This is an optimization exercise on Yosys and OpenROAD, whose aim is small area, a short achievable clock period and few clock cycles per item, not a production implementation. Function was checked by simulation only, so behaviour that the tests miss may differ from the original. Power and IR drop assume default switching activity.

// conv3x3_stream
module conv3x3_stream
#(
  parameter int DATA_W     = 8,
  parameter int COEF_W     = 8,
  parameter int NORM_SHIFT = 4
) (
  input  logic                  i_clk,
  input  logic                  i_rst,
  input  logic [9*DATA_W-1:0]   i_pixel_data,
  input  logic                  i_pixel_data_valid,
  input  logic                  i_pixel_data_last,
  output logic                  o_pixel_data_ready,
  output logic [DATA_W-1:0]     o_convolved_data,
  output logic                  o_convolved_data_valid,
  output logic                  o_convolved_data_last,
  output logic                  o_convolved_sat,
  input  logic                  i_out_ready,
  input  logic                  i_coef_we,
  input  logic [3:0]            i_coef_addr,
  input  logic [COEF_W-1:0]     i_coef_data,
  input  logic                  i_coef_commit,
  output logic                  o_cfg_pending
);
Size: roughly 500 flip-flops, roughly 100 I/O pins, roughly 28,000 µm² of cells after synthesis.
Settings: LEC_CHECK=0, CAP_MARGIN=20, CORE_MARGIN=2, CORE_UTILIZATION=65, CTS_CLUSTER_DIAMETER=80, CTS_CLUSTER_SIZE=22, SETUP_SLACK_MARGIN=2.62, SLEW_MARGIN=20, SYNTH_HIERARCHICAL=1; clock period 5.0 ns.
run.sh (not shown) runs the stock make flow with config.mk's settings and CLKGATE_MAP_FILE= SYNTH_SCRIPT=/design/flow/synth_recipe.tcl, a recipe that flattens the netlist after the stock synthesis.
The first run passed the timing, design-rule and antenna checks.
Testbench counts at the start, summed over its fixed seeds: cycles 4,136, items 4,096.
Then changed:
PLACE_DENSITY = 0.75   (was unset)
SETUP_SLACK_MARGIN = 2.5   (was 2.62)
Synthesized area does not change.
Final cell count goes down by 0.89%.
Power goes down by about 2%.
Critical path depth is unchanged.
Core utilization goes down by 1.7 points.
Global-route usage goes down by 0.85 points.
Via count goes down by 2.4%.
Then changed:
CORE_UTILIZATION = 75   (was 65)
PLACE_DENSITY = 0.8   (was 0.75)
=> The new run completed with no timing, DRC or antenna violations. Final area went down by 0.53%. Final cell count went down by 2.7%. Clock-buffer cell count went down by 3. Non-clock buffer count went down by 5. Wire length went up by 15%. Combinational power went up by 10%. Area after synthesis is unchanged.
Then changed:
CORE_UTILIZATION = 65   (was 75)
CTS_CLUSTER_DIAMETER = 90   (was 80)
CTS_CLUSTER_SIZE = 26   (was 22)
GPL_ROUTABILITY_DRIVEN = 0   (was unset)
PLACE_DENSITY = unset   (was 0.8)
=>
- count of clock-buffer cells in the layout drops by 4
- core utilization drops by 11 points
- design area climbs by 0.33%
- wire length drops by 14%
- global-route usage drops by 9.0 points
- hold slack hardly moves
- setup slack gets better by 110 ps
Then changed:
GPL_ROUTABILITY_DRIVEN = unset   (was 0)
SETUP_SLACK_MARGIN = 2.4   (was 2.5)
After rerunning: The new run passed the timing, design-rule and antenna checks; worst setup slack gets worse by 120 ps; final cell count fell by about 1.6%; die area is unchanged.

## job 5366
Starting RTL as in the previous note.
Settings: LEC_CHECK=0, CAP_MARGIN=20, CORE_MARGIN=2, CORE_UTILIZATION=65, CTS_CLUSTER_DIAMETER=80, CTS_CLUSTER_SIZE=22, SETUP_SLACK_MARGIN=2.5, SLEW_MARGIN=20, SYNTH_HIERARCHICAL=1; clock period 5.0 ns.
Job 5366 ended with every stage complete and zero timing, DRC or antenna violations.
Testbench counts of job 5366, summed over its fixed seeds: cycles 4,136, items 4,096.
For job 3549, these inputs were changed with respect to job 5366:
Settings: a change of CAP_MARGIN from 20 to 10; a change of CTS_CLUSTER_DIAMETER from 80 to 90; a change of SLEW_MARGIN from 20 to 10; a change of CTS_CLUSTER_SIZE from 22 to 26.
Results
Job 3549 completed every stage of the flow, and the final layout passed the timing, design-rule and antenna checks. From job 5366 to job 3549 the numbers moved as follows: wire length flat, area after synthesis flat, switching part of the total up 0.18 points. Job 5366 → job 3549: total power went down 70 uW; post-route cell area essentially unchanged; fmax comparable. Any difference in global router's overall resource usage between job 3549 and job 5366 is small enough to ignore. Sequential share of layout area: job 5366 vs job 3549, no meaningful difference. Job 3549 and job 5366 ended up with roughly the same portion of the clock cycle consumed by the worst path in the final layout. Of job 5366 and job 3549, job 5366 shows the higher total clock network power, with job 3549 below it.
Edits applied to the flow inputs when going from job 3549 to job 6609:
Settings: CAP_MARGIN now 20, was 10; SLEW_MARGIN now 20, was 10; CTS_CLUSTER_SIZE now 22, was 26; CORE_UTILIZATION now 55, was 65; CTS_CLUSTER_DIAMETER now 80, was 90.
Notes after the runs:
Status | job 3549 and job 6609 | clean
| relative area change from synthesis to final layout | lower: job 3549 |
[job 6609] met3 track utilization from global routing fell 2.7 points relative to job 3549
Summary: with job 3549 as the reference, via count in job 6609 moved down by a few percent.
The run showing the greater sequential share of layout area is job 3549.
diff inputs: job 6609 => job 4867
Settings: swapping 80 for 90 in CTS_CLUSTER_DIAMETER; swapping 55 for 65 in CORE_UTILIZATION; swapping 22 for 26 in CTS_CLUSTER_SIZE.
Findings:
Delta (job 4867 minus job 6609): die outline width -7.9%; worst hold slack after final layout ~0 delta; area share of buffers outside the clock network shrank by 0.50 points; relative contribution of the clock network to total power fell by 1.2 points; non-clock buffer count moved down. Job 6609 reports its beginning of the critical path as st1_q[59]$_DFF_P_ while job 4867 reports st1_q[108]$_DFF_P_.

## re-timing with driven ports
Ports are ideal in the flow. The routed layouts listed here were re-timed in OpenROAD. Step 1 sets driving cells, clkbuf_16 on the clock port and buf_2 on the other inputs (assumed; they add their load-dependent delay and slew). Step 2 also shifts input and output timing later by t, the mid clock arrival at the registers, as if the neighbouring blocks saw the same clock. Slacks: ideal ports / drivers / drivers and shift; pairs: ideal ports / drivers.
run | t (ns) | setup WS [ns] | worst hold slack (ns) | worst data-port slew with drivers (ns)
the first run of note 1 | 0.657 | 2.468 / 2.468 / 1.892 | 0.333 / 0.333 / 0.333 | 0.11
the second run of note 1 | 0.665 | 2.492 / 2.492 / 1.852 | 0.332 / 0.332 / 0.332 | 0.10
the third run of note 1 | 0.645 | 2.388 / 2.388 / 1.830 | 0.334 / 0.334 / 0.334 | 0.12
the fourth run of note 1 | 0.631 | 2.496 / 2.496 / 1.867 | 0.332 / 0.332 / 0.332 | 0.10
the fifth run of note 1 | 0.651 | 2.375 / 2.399 / 1.762 | 0.337 / 0.337 / 0.337 | 0.11
job 5366 | 0.659 | 2.471 / 2.471 / 1.843 | 0.336 / 0.336 / 0.336 | 0.10
job 3549 | 0.639 | 2.471 / 2.471 / 1.868 | 0.333 / 0.333 / 0.333 | 0.10
job 6609 | 0.664 | 2.453 / 2.453 / 1.860 | 0.333 / 0.333 / 0.333 | 0.10
job 4867 | 0.639 | 2.471 / 2.471 / 1.868 | 0.333 / 0.333 / 0.333 | 0.10
After both steps every run listed still meets setup and hold. The setup slack of the second run of note 1, which loses most, moves by 0.000 ns with the drivers and by -0.640 ns with both steps.
